What follows belongs to an exercise in optimizing a design on an open flow for small area; a production flow would make more cautious choices. Only simulation tests tie the RTL to the original design; equivalence was not proved. Power and IR drop assume default switching activity.

==> design/flow/design.v <==
`timescale 1ns/100ps
package rv_core_pkg;
  parameter int DEFAULT_XLEN = 64;
  parameter logic [63:0] DEFAULT_RESET_PC = 64'h0;
  typedef logic [31:0] instr_t;
  typedef logic [4:0]  reg_idx_t;
  typedef logic [6:0]  opcode_t;
  typedef logic [2:0]  funct3_t;
  localparam opcode_t OPC_OP_IMM = 7'b0010011;
  localparam opcode_t OPC_OP     = 7'b0110011;
  localparam opcode_t OPC_LUI    = 7'b0110111;
  localparam opcode_t OPC_AUIPC  = 7'b0010111;
  localparam opcode_t OPC_SYSTEM = 7'b1110011;
  typedef enum logic [3:0] {
    ALU_ADD,
    ALU_SUB,
    ALU_SLT,
    ALU_XOR,
    ALU_OR,
    ALU_AND,
    ALU_SLL,
    ALU_SRL,
    ALU_SRA,
    ALU_PASS_B  
  } alu_op_e;
  typedef enum logic {
    FWD_REG,
    FWD_EX
  } fwd_sel_e;
endpackage
`timescale 1ns/100ps
module register_file #(
  parameter int XLEN = rv_core_pkg::DEFAULT_XLEN
) (
  input  logic                  clk,
  input  logic                  rst_n,
  input  rv_core_pkg::reg_idx_t raddr_a,
  input  rv_core_pkg::reg_idx_t raddr_b,
  output logic [XLEN-1:0]       rdata_a,
  output logic [XLEN-1:0]       rdata_b,
  input  logic                  wr_en,
  input  rv_core_pkg::reg_idx_t wr_idx,
  input  logic [XLEN-1:0]       wr_value
);
  logic [XLEN-1:0] regs [1:31];
  logic [XLEN-1:0] a1 [0:15];
  logic [XLEN-1:0] a2 [0:7];
  logic [XLEN-1:0] a3 [0:3];
  logic [XLEN-1:0] a4 [0:1];
  logic [XLEN-1:0] b1 [0:15];
  logic [XLEN-1:0] b2 [0:7];
  logic [XLEN-1:0] b3 [0:3];
  logic [XLEN-1:0] b4 [0:1];
  logic [XLEN-1:0] stored_a;
  logic [XLEN-1:0] stored_b;
  always_comb begin
    a1[0] = raddr_a[0] ? regs[1] : '0;
    b1[0] = raddr_b[0] ? regs[1] : '0;
    for (int j = 1; j < 16; j++) begin
      a1[j] = raddr_a[0] ? regs[2*j+1] : regs[2*j];
      b1[j] = raddr_b[0] ? regs[2*j+1] : regs[2*j];
    end
    for (int j = 0; j < 8; j++) begin
      a2[j] = raddr_a[1] ? a1[2*j+1] : a1[2*j];
      b2[j] = raddr_b[1] ? b1[2*j+1] : b1[2*j];
    end
    for (int j = 0; j < 4; j++) begin
      a3[j] = raddr_a[2] ? a2[2*j+1] : a2[2*j];
      b3[j] = raddr_b[2] ? b2[2*j+1] : b2[2*j];
    end
    for (int j = 0; j < 2; j++) begin
      a4[j] = raddr_a[3] ? a3[2*j+1] : a3[2*j];
      b4[j] = raddr_b[3] ? b3[2*j+1] : b3[2*j];
    end
    stored_a = raddr_a[4] ? a4[1] : a4[0];
    stored_b = raddr_b[4] ? b4[1] : b4[0];
  end
  function automatic logic [XLEN-1:0] read_port(rv_core_pkg::reg_idx_t idx,
                                                logic [XLEN-1:0] stored);
    if (idx == '0) begin
      read_port = '0;
    end else if (wr_en && wr_idx == idx) begin
      read_port = wr_value;
    end else begin
      read_port = stored;
    end
  endfunction
  always_comb begin
    rdata_a = read_port(raddr_a, stored_a);
    rdata_b = read_port(raddr_b, stored_b);
  end
  always_ff @(posedge clk or negedge rst_n) begin
    if (!rst_n) begin
      for (int i = 1; i < 32; i++) begin
        regs[i] <= '0;
      end
    end else if (wr_en && wr_idx != '0) begin
      regs[wr_idx] <= wr_value;
    end
  end
endmodule
`timescale 1ns/100ps
module instruction_fetch #(
  parameter int XLEN = rv_core_pkg::DEFAULT_XLEN
) (
  input  logic                clk,
  input  logic                rst_n,
  input  logic [XLEN-1:0]     boot_addr,
  input  logic                halt,
  output logic                imem_req,
  output logic [XLEN-1:0]     imem_addr,
  input  logic                imem_ack,
  input  rv_core_pkg::instr_t imem_data,
  output logic                instr_valid,
  output rv_core_pkg::instr_t instr,
  output logic [XLEN-1:0]     instr_pc
);
  typedef enum logic [1:0] {
    IDLE,
    WAIT_ACK,
    WAIT_RELEASE
  } fetch_state_e;
  fetch_state_e    state;
  logic [XLEN-1:0] pc;
  logic            capture;
  rv_core_pkg::instr_t          instr_q;
  logic [XLEN-1:0] instr_pc_q;
  logic            instr_valid_q;
  assign capture   = (state == WAIT_ACK) && imem_ack;
  assign imem_req  = (state == WAIT_ACK);
  assign imem_addr = pc;
  always_ff @(posedge clk or negedge rst_n) begin
    if (!rst_n) begin
      state         <= IDLE;
      instr_valid_q <= 1'b0;
    end else begin
      instr_valid_q <= capture;
      case (state)
        IDLE: begin
          if (!halt && !imem_ack) begin
            state <= WAIT_ACK;
          end
        end
        WAIT_ACK: begin
          if (imem_ack) begin
            state <= WAIT_RELEASE;
          end
        end
        WAIT_RELEASE: begin
          if (!imem_ack) begin
            state <= halt ? IDLE : WAIT_ACK;
          end
        end
        default: state <= IDLE;
      endcase
    end
  end
  always_ff @(posedge clk) begin
    if (state == IDLE) begin
      pc <= boot_addr;
    end else if (capture) begin
      pc <= pc + XLEN'(4);
    end
  end
  always_ff @(posedge clk) begin
    if (capture) begin
      instr_q    <= imem_data;
      instr_pc_q <= pc;
    end
  end
  assign instr_valid = instr_valid_q;
  assign instr       = instr_q;
  assign instr_pc    = instr_pc_q;
endmodule
`timescale 1ns/100ps
module instruction_decode #(
  parameter int XLEN = rv_core_pkg::DEFAULT_XLEN
) (
  input  logic                clk,
  input  logic                rst_n,
  input  logic                instr_valid,
  input  rv_core_pkg::instr_t instr,
  input  logic [XLEN-1:0]     instr_pc,
  output rv_core_pkg::reg_idx_t   rf_raddr_a,
  output rv_core_pkg::reg_idx_t   rf_raddr_b,
  input  logic [XLEN-1:0]         rf_rdata_a,
  input  logic [XLEN-1:0]         rf_rdata_b,
  output logic                    dx_valid,
  output logic [XLEN-1:0]         dx_op_a,
  output logic [XLEN-1:0]         dx_op_b,
  output rv_core_pkg::alu_op_e    dx_alu_op,
  output rv_core_pkg::reg_idx_t   dx_rd,
  output logic                    dx_write_rd,
  output rv_core_pkg::fwd_sel_e   dx_fwd_a,
  output rv_core_pkg::fwd_sel_e   dx_fwd_b,
  output logic                    dx_is_final
);
  rv_core_pkg::opcode_t         opcode;
  rv_core_pkg::funct3_t         funct3;
  rv_core_pkg::reg_idx_t        rs1;
  rv_core_pkg::reg_idx_t        rs2;
  rv_core_pkg::reg_idx_t        rd;
  logic [XLEN-1:0] imm_i;
  logic [XLEN-1:0] imm_u;
  logic            known;
  logic            uses_rs1;
  logic            uses_rs2;
  logic            writes;
  logic            is_ecall;
  rv_core_pkg::alu_op_e         funct_op;
  rv_core_pkg::alu_op_e         alu_op_d;
  logic [XLEN-1:0] op_a_d;
  logic [XLEN-1:0] op_b_d;
  logic            ex_writes;
  rv_core_pkg::fwd_sel_e        fwd_a_d;
  rv_core_pkg::fwd_sel_e        fwd_b_d;
  assign opcode = instr[6:0];
  assign funct3 = instr[14:12];
  assign rs1    = instr[19:15];
  assign rs2    = instr[24:20];
  assign rd     = instr[11:7];
  assign imm_i  = XLEN'($signed(instr[31:20]));
  assign imm_u  = XLEN'($signed({instr[31:12], 12'b0}));
  assign rf_raddr_a = rs1;
  assign rf_raddr_b = rs2;
  always_comb begin
    case (funct3)
      3'b000:  funct_op = (opcode == rv_core_pkg::OPC_OP && instr[30]) ? rv_core_pkg::ALU_SUB : rv_core_pkg::ALU_ADD;
      3'b001:  funct_op = rv_core_pkg::ALU_SLL;
      3'b010:  funct_op = rv_core_pkg::ALU_SLT;
      3'b100:  funct_op = rv_core_pkg::ALU_XOR;
      3'b101:  funct_op = instr[30] ? rv_core_pkg::ALU_SRA : rv_core_pkg::ALU_SRL;
      3'b110:  funct_op = rv_core_pkg::ALU_OR;
      3'b111:  funct_op = rv_core_pkg::ALU_AND;
      default: funct_op = rv_core_pkg::ALU_ADD;
    endcase
  end
  always_comb begin
    known    = 1'b0;
    uses_rs1 = 1'b0;
    uses_rs2 = 1'b0;
    writes   = 1'b0;
    is_ecall = 1'b0;
    alu_op_d = rv_core_pkg::ALU_ADD;
    op_a_d   = '0;
    op_b_d   = '0;
    case (opcode)
      rv_core_pkg::OPC_OP_IMM: begin
        known    = (funct3 != 3'b011);
        uses_rs1 = 1'b1;
        writes   = 1'b1;
        alu_op_d = funct_op;
        op_a_d   = rf_rdata_a;
        op_b_d   = imm_i;
      end
      rv_core_pkg::OPC_OP: begin
        known    = (funct3 != 3'b011);
        uses_rs1 = 1'b1;
        uses_rs2 = 1'b1;
        writes   = 1'b1;
        alu_op_d = funct_op;
        op_a_d   = rf_rdata_a;
        op_b_d   = rf_rdata_b;
      end
      rv_core_pkg::OPC_LUI: begin
        known    = 1'b1;
        writes   = 1'b1;
        alu_op_d = rv_core_pkg::ALU_PASS_B;
        op_b_d   = imm_u;
      end
      rv_core_pkg::OPC_AUIPC: begin
        known  = 1'b1;
        writes = 1'b1;
        op_a_d = instr_pc;
        op_b_d = imm_u;
      end
      rv_core_pkg::OPC_SYSTEM: begin
        known    = (instr[31:7] == '0);
        is_ecall = known;
      end
      default: ;
    endcase
  end
  assign ex_writes = dx_valid && dx_write_rd;
  assign fwd_a_d   = (uses_rs1 && ex_writes && dx_rd == rs1) ? rv_core_pkg::FWD_EX : rv_core_pkg::FWD_REG;
  assign fwd_b_d   = (uses_rs2 && ex_writes && dx_rd == rs2) ? rv_core_pkg::FWD_EX : rv_core_pkg::FWD_REG;
  always_ff @(posedge clk or negedge rst_n) begin
    if (!rst_n) begin
      dx_valid    <= 1'b0;
      dx_write_rd <= 1'b0;
      dx_is_final <= 1'b0;
    end else begin
      dx_valid    <= instr_valid && known;
      dx_write_rd <= writes && (rd != '0);
      dx_is_final <= is_ecall;
    end
  end
  always_ff @(posedge clk) begin
    dx_op_a   <= op_a_d;
    dx_op_b   <= op_b_d;
    dx_alu_op <= alu_op_d;
    dx_rd     <= rd;
    dx_fwd_a  <= fwd_a_d;
    dx_fwd_b  <= fwd_b_d;
  end
endmodule
`timescale 1ns/100ps
module execute_stage #(
  parameter int XLEN = rv_core_pkg::DEFAULT_XLEN
) (
  input  logic                  clk,
  input  logic                  rst_n,
  input  logic                  dx_valid,
  input  logic [XLEN-1:0]       dx_op_a,
  input  logic [XLEN-1:0]       dx_op_b,
  input  rv_core_pkg::alu_op_e  dx_alu_op,
  input  rv_core_pkg::reg_idx_t dx_rd,
  input  logic                  dx_write_rd,
  input  rv_core_pkg::fwd_sel_e dx_fwd_a,
  input  rv_core_pkg::fwd_sel_e dx_fwd_b,
  input  logic                  dx_is_final,
  output logic                  wr_en,
  output rv_core_pkg::reg_idx_t wr_idx,
  output logic [XLEN-1:0]       wr_value,
  output logic                  retire_valid,
  output rv_core_pkg::reg_idx_t retire_rd,
  output logic [XLEN-1:0]       retire_value,
  output logic                  done
);
  localparam int SHW = $clog2(XLEN);
  logic [XLEN-1:0] op_a;
  logic [XLEN-1:0] op_b;
  logic [SHW-1:0]  shamt;
  logic [XLEN-1:0] alu_out;
  logic [XLEN-1:0] result_q;
  rv_core_pkg::reg_idx_t        rd_q;
  logic            retire_q;
  logic            done_q;
  assign op_a  = (dx_fwd_a == rv_core_pkg::FWD_EX) ? result_q : dx_op_a;
  assign op_b  = (dx_fwd_b == rv_core_pkg::FWD_EX) ? result_q : dx_op_b;
  assign shamt = op_b[SHW-1:0];
  always_comb begin
    case (dx_alu_op)
      rv_core_pkg::ALU_ADD:    alu_out = op_a + op_b;
      rv_core_pkg::ALU_SUB:    alu_out = op_a - op_b;
      rv_core_pkg::ALU_SLT:    alu_out = XLEN'($signed(op_a) < $signed(op_b));
      rv_core_pkg::ALU_XOR:    alu_out = op_a ^ op_b;
      rv_core_pkg::ALU_OR:     alu_out = op_a | op_b;
      rv_core_pkg::ALU_AND:    alu_out = op_a & op_b;
      rv_core_pkg::ALU_SLL:    alu_out = op_a << shamt;
      rv_core_pkg::ALU_SRL:    alu_out = op_a >> shamt;
      rv_core_pkg::ALU_SRA:    alu_out = $signed(op_a) >>> shamt;
      rv_core_pkg::ALU_PASS_B: alu_out = op_b;
      default:    alu_out = '0;
    endcase
  end
  always_ff @(posedge clk or negedge rst_n) begin
    if (!rst_n) begin
      retire_q <= 1'b0;
      done_q   <= 1'b0;
    end else begin
      retire_q <= dx_valid && dx_write_rd && !done_q;
      if (dx_valid && dx_is_final) begin
        done_q <= 1'b1;
      end
    end
  end
  always_ff @(posedge clk) begin
    if (dx_valid) begin
      result_q <= alu_out;
      rd_q     <= dx_rd;
    end
  end
  assign wr_en        = retire_q;
  assign wr_idx       = rd_q;
  assign wr_value     = result_q;
  assign retire_valid = retire_q;
  assign retire_rd    = rd_q;
  assign retire_value = result_q;
  assign done         = done_q;
endmodule
`timescale 1ns/100ps
module rv_core_top #(
  parameter int XLEN = rv_core_pkg::DEFAULT_XLEN
) (
  input  logic                  clk,
  input  logic                  rst_n,
  input  logic [XLEN-1:0]       boot_addr,
  output logic                  imem_req,
  output logic [XLEN-1:0]       imem_addr,
  input  logic                  imem_ack,
  input  rv_core_pkg::instr_t   imem_data,
  output logic                  retire_valid,
  output rv_core_pkg::reg_idx_t retire_rd,
  output logic [XLEN-1:0]       retire_value,
  output logic                  done
);
  logic            instr_valid;
  rv_core_pkg::instr_t          instr;
  logic [XLEN-1:0] instr_pc;
  logic            wr_en;
  rv_core_pkg::reg_idx_t        wr_idx;
  logic [XLEN-1:0] wr_value;
  rv_core_pkg::reg_idx_t        rf_raddr_a;
  rv_core_pkg::reg_idx_t        rf_raddr_b;
  logic [XLEN-1:0] rf_rdata_a;
  logic [XLEN-1:0] rf_rdata_b;
  logic            dx_valid;
  logic [XLEN-1:0] dx_op_a;
  logic [XLEN-1:0] dx_op_b;
  rv_core_pkg::alu_op_e         dx_alu_op;
  rv_core_pkg::reg_idx_t        dx_rd;
  logic            dx_write_rd;
  rv_core_pkg::fwd_sel_e        dx_fwd_a;
  rv_core_pkg::fwd_sel_e        dx_fwd_b;
  logic            dx_is_final;
  instruction_fetch #(.XLEN(XLEN)) u_fetch (
    .clk,
    .rst_n,
    .boot_addr,
    .halt       (done),
    .imem_req,
    .imem_addr,
    .imem_ack,
    .imem_data,
    .instr_valid,
    .instr,
    .instr_pc
  );
  instruction_decode #(.XLEN(XLEN)) u_decode (
    .clk,
    .rst_n,
    .instr_valid,
    .instr,
    .instr_pc,
    .rf_raddr_a, .rf_raddr_b, .rf_rdata_a, .rf_rdata_b,
    .dx_valid, .dx_op_a, .dx_op_b, .dx_alu_op, .dx_rd, .dx_write_rd,
    .dx_fwd_a, .dx_fwd_b, .dx_is_final
  );
  execute_stage #(.XLEN(XLEN)) u_execute (
    .clk,
    .rst_n,
    .dx_valid, .dx_op_a, .dx_op_b, .dx_alu_op, .dx_rd, .dx_write_rd,
    .dx_fwd_a, .dx_fwd_b, .dx_is_final,
    .wr_en,
    .wr_idx,
    .wr_value,
    .retire_valid,
    .retire_rd,
    .retire_value,
    .done
  );
  register_file #(.XLEN(XLEN)) u_regfile (
    .clk,
    .rst_n,
    .raddr_a (rf_raddr_a),
    .raddr_b (rf_raddr_b),
    .rdata_a (rf_rdata_a),
    .rdata_b (rf_rdata_b),
    .wr_en,
    .wr_idx,
    .wr_value
  );
endmodule
==> design/flow/run.sh <==
#!/bin/bash
# synth_recipe.tcl (not shown) runs the flow's synth.tcl, then flattens the netlist and writes it again
# the make line also repeats each setting of config.mk as NAME=value (left out here)
make -C /OpenROAD-flow-scripts/flow DESIGN_CONFIG=/design/flow/config.mk WORK_HOME=/design/flow/orfs CLKGATE_MAP_FILE= SYNTH_SCRIPT=/design/flow/synth_recipe.tcl finish
==> design/flow/config.mk <==
export PLATFORM = sky130hd
export DESIGN_NAME = rv_core_top
export DESIGN_NICKNAME = rv_core_top
export VERILOG_FILES = /design/flow/design.v
export SDC_FILE = /design/flow/constraint.sdc
export NUM_CORES = 4
export LEC_CHECK = 0
export CAP_MARGIN = 20
export CORE_MARGIN = 2
export CORE_UTILIZATION = 40
export SLEW_MARGIN = 20
==> design/flow/constraint.sdc <==
create_clock -name core_clock -period 7.0 [get_ports {clk}]
set_input_delay 1.4000 -clock core_clock [delete_from_list [all_inputs] [get_ports {clk}]]
set_output_delay 1.4000 -clock core_clock [all_outputs]
set_load 0.01 [all_outputs]
==> flow_summary.yaml <==
timing:
  clock_skew_ns: 0.07465
  rsz0062_at_grt: "no"
  setup_viol: 0
  worst_slew_pin_slew_ns: 1.305
  setup_tns_ns: 0
  slew_headroom_pct: 12.11
  min_period_ns: 6.305
  post-route-period-util_pct: 90.07
  fmax_mhz: 158.6
  finalHoldViolCount: 0
  slew_viol_final: 0
cells_and_area:
  regArea_um2: 59520
  areaGrowthSynthToFinish_pct: 12.13
  fill_cells: 31130
  drive_gt1_share_pct: 39.01
  multiInputGateArea_um2: 76310
  fin_nets: 10960
clocking:
  clk_pin_slew_worst_paths_ns: 0.06
  cts_tree: "yes"
  clockBufferDepth: 4
  clock_latency_ns: 0.94
  cts_setup_buffers: 0
  root_buffer: "clkbuf_16"
  ctsHoldBuffers: 0
  cts_made_buffers: 274
  cts_htree_levels: 5
  cts.sinks: 2360
  cts.repair.resized: 0
worst_setup_path:
  worstSetupEndpointType: "flip-flop"
  startpoint_type: "flip-flop"
  path_class: "reg2reg"
  crit_slowest_cell: "mux2i_1"
  timing.rr.start: "u_decode.dx_fwd_a$_DFF_P_"
  cp_max_fo: 45
  cpPeakStageDelay_ns: 0.95
  crit_arrival_ns: 6.96
  worstSetupStartpoint: "u_decode.dx_fwd_a$_DFF_P_"
  required_ns: 7.66
  path_cells: "buf_12 > mux2i_1 > inv_1 > ha_1 > a21oi_1 > o21ai_0 > a211oi_1 > o21ai_0 > a211oi_1 > a2111oi_1 > buf_4 > a31oi_1 > nor2_1 > mux2i_1 > o211ai_1"
power_and_ir_drop:
  p_per_area_nw_per_um2: 196.2
  p_leak_nw: 68.85
  finalPower_mw: 30.85
  ir_drop_uv: 180.9
synth:
  ys_ff_latch: 2360
  synthArstFlopShare_pct: 84.41
  syn-num-nets: 11150
  syn_area_um2: 140300
  synth-edff-count: 229
  ys_seq_area_share_pct: 42.42
  syn_inst: 10860
  synth-main-ff-cell: "dfrtp_1"
  synth_cell_types: 96
  syn-mean-instance-area_um2: 12.92
  ys_warn_count: 13
global_route:
  first_global_vias: 104200
  grt_max_degree: 172
  grt.overflow.total: 0
  grt_antenna_before_repair: 29
  grt_pass1_wl_um: 803800
  track_usage_pct: 31.43
floorplan:
  die_x_um: 596.2
  row_count: 217
  core_um2: 349200
  die-height_um: 596.2
  die-area_um2: 355400
  start_util_pct: 40.18
  pin_count: 235
place:
  place.gp.congestion: 1.057
  dp.final_hpwl_um: 367300
  port_buffers: 234
hold_path:
  min-delay-start: "u_fetch.instr_q[7]$_DFFE_PP_"
  hold_class: "reg2reg"
drt:
  first_pass_iters: 6
  final_antenna_net_count: 0
  routed_wl_um: 569900
  via_per_inst: 6.654
  drt_iter0_drc: 12080
  drc: 0
  wire_per_inst_um: 36.77
  dr_total_vias: 103100
run_status:
  outcome: "timing/DRC/antenna clean"
flow_run:
  max_cap_violations: 0
-- synthesized netlist by cell type, types with 194 or more instances --
library cell / number / area, um2
clkbuf_1: 833 / 3127
dfrtp_1: 1992 / 49850
nor2_1: 542 / 2034
mux4_2: 1158 / 26080
edfxtp_1: 229 / 6877
ha_1: 194 / 2427
mux2_2: 2172 / 24460
a21oi_1: 423 / 2117
mux2i_1: 396 / 3964
nand2_1: 509 / 1911
o21ai_0: 406 / 2032
a22o_1: 200 / 1752
-- state kept, by name, summed over array words and instances (netlist names), 2 cells and up --
name	count
u_execute.rd_q	5
u_decode.dx_alu_op	4
u_fetch.instr_q	32
u_decode.dx_op_a	64
u_execute.result_q	64
u_decode.dx_rd	5
u_decode.dx_op_b	64
u_regfile.regs	1984
u_fetch.state	2
u_fetch.instr_pc_q	64
u_fetch.pc	64
-- placed cells by master, fill, tap and decap left out, drive strengths merged, types with 42 or more instances in the layout --
cell,synthesis,routed
a211oi,78,78
a21o,42,42
a21oi,424,424
a221oi,55,55
a22o,200,200
buf,226,355
clkbuf,833,392
clkdlybuf4s50,0,233
clkinv,2,61
dfrtp,1992,1992
dfxtp,139,139
edfxtp,229,229
ha,194,194
inv,204,230
mux2,2172,2172
mux2i,404,404
mux4,1158,1158
nand2,509,509
nand3,94,94
nor2,542,542
nor3,88,88
nor4,44,44
o211ai,74,74
o21ai,448,448
o221ai,49,49
o22ai,48,48
xnor2,49,49
xor2,46,46
-- final timing paths --
path,to,slack (ns),depth (start not counted)
max,u_execute.result_q[62]$_DFFE_PP_,0.69,15
min,u_decode.dx_rd[0]$_DFF_P_,0.36,0
max reg2reg,u_execute.result_q[62]$_DFFE_PP_,0.69,15
min reg2reg,u_decode.dx_rd[0]$_DFF_P_,0.36,0
max in group asynchronous,u_regfile.regs[14][16]$_DFFE_PN0P_,4.76,3
min in group asynchronous,u_regfile.regs[17][24]$_DFFE_PN0P_,0.43,1
-- per-stage QoR --
step                      worst slack, ns  util (%)  std cells  hold slack [ns]  cell area, um2
final                              0.6948     45.05      15500           0.3627          157300
after floorplan                     1.938         -      10860           0.3389          140300
after global placement             0.5421     42.43      14980           0.3533          148100
after CTS                          0.9536     45.04      15480           0.3608          157200
after global routing               0.8066     45.04      15480           0.3659          157300
after detailed placement           0.9389     42.45      14990           0.3526          148200
-- layer usage --
layer,wire [um],GRT usage (%),share of wire (%)
met3,48940,6.699,8.6
met2,256100,48.01,45
met1,233900,42.73,41
met4,30850,14.94,5.4
met5,57,0,0.010
-- final cells by class --
cell class                 count  share of cell area, %
timing repair buffer         588                  3.718
tap                         4599                  3.658
clock buffer                 392                  4.997
sequential                  2360                  37.84
inverter                     206                 0.4988
multi-input combinational   7233                  48.52
clock inverter               104                 0.7485
antenna                       15                0.02386
-- worst max-delay path, delay by kind of cell (launching register included) --
| family | cells | cell delay (ns) |
|---|---|---|
| AOI/OAI and AO/OA | 8 | 2.59 |
| adders and majority gates | 1 | 0.36 |
| buffers and inverters | 3 | 1.13 |
| DFF | 1 | 0.61 |
| muxes | 2 | 1.12 |
| and+or+nand+nor | 1 | 0.13 |
-- where the power goes --
group / switching, mW / internal (mW) / total (mW)
logic: 1.25 / 0.671 / 1.92
clock network: 6.26 / 8.40 / 14.7
registers: 0.250 / 14.0 / 14.3
total: 7.76 / 23.1 / 30.9
-- kinds of logic (layout without fill, tap and decap cells) --
kind of cell	after synthesis	count (layout)	synth area share [%]
mux	3734	3734	38.94
flops	2360	2360	42.42
buf+inv	1265	1290	3.514
other cells	0	15	0
xor+xnor	95	95	0.5931
simple gates	1458	1458	4.517
fa+ha+maj	196	196	1.759
compound gates	1750	1750	8.258

what the ideal ports hide:
In the flow no input, the clock included, has a driving cell. The finished layout below was timed again as built, in two steps. Step 1 sets driving cells, clkbuf_16 on the clock port and buf_2 on the other inputs (assumed; they add their load-dependent delay and slew). Step 2 moves the port delays by t, midway between the first and last clock arrival at a register: inputs arrive t later, outputs are due t later. That takes back most of the time a late clock gives input paths. Three values: ideal ports, drivers, drivers and shift; two values: the first two.
t (ns): 1.006
setup WS [ns]: 0.695 / 0.695 / 0.695
worst setup path at the end: register to register
cell pins on the clock port's net: 1
After both steps setup and hold are still met in this run. For this run, drivers alone change the setup slack by 0.000 ns; drivers and shift together by 0.000 ns.
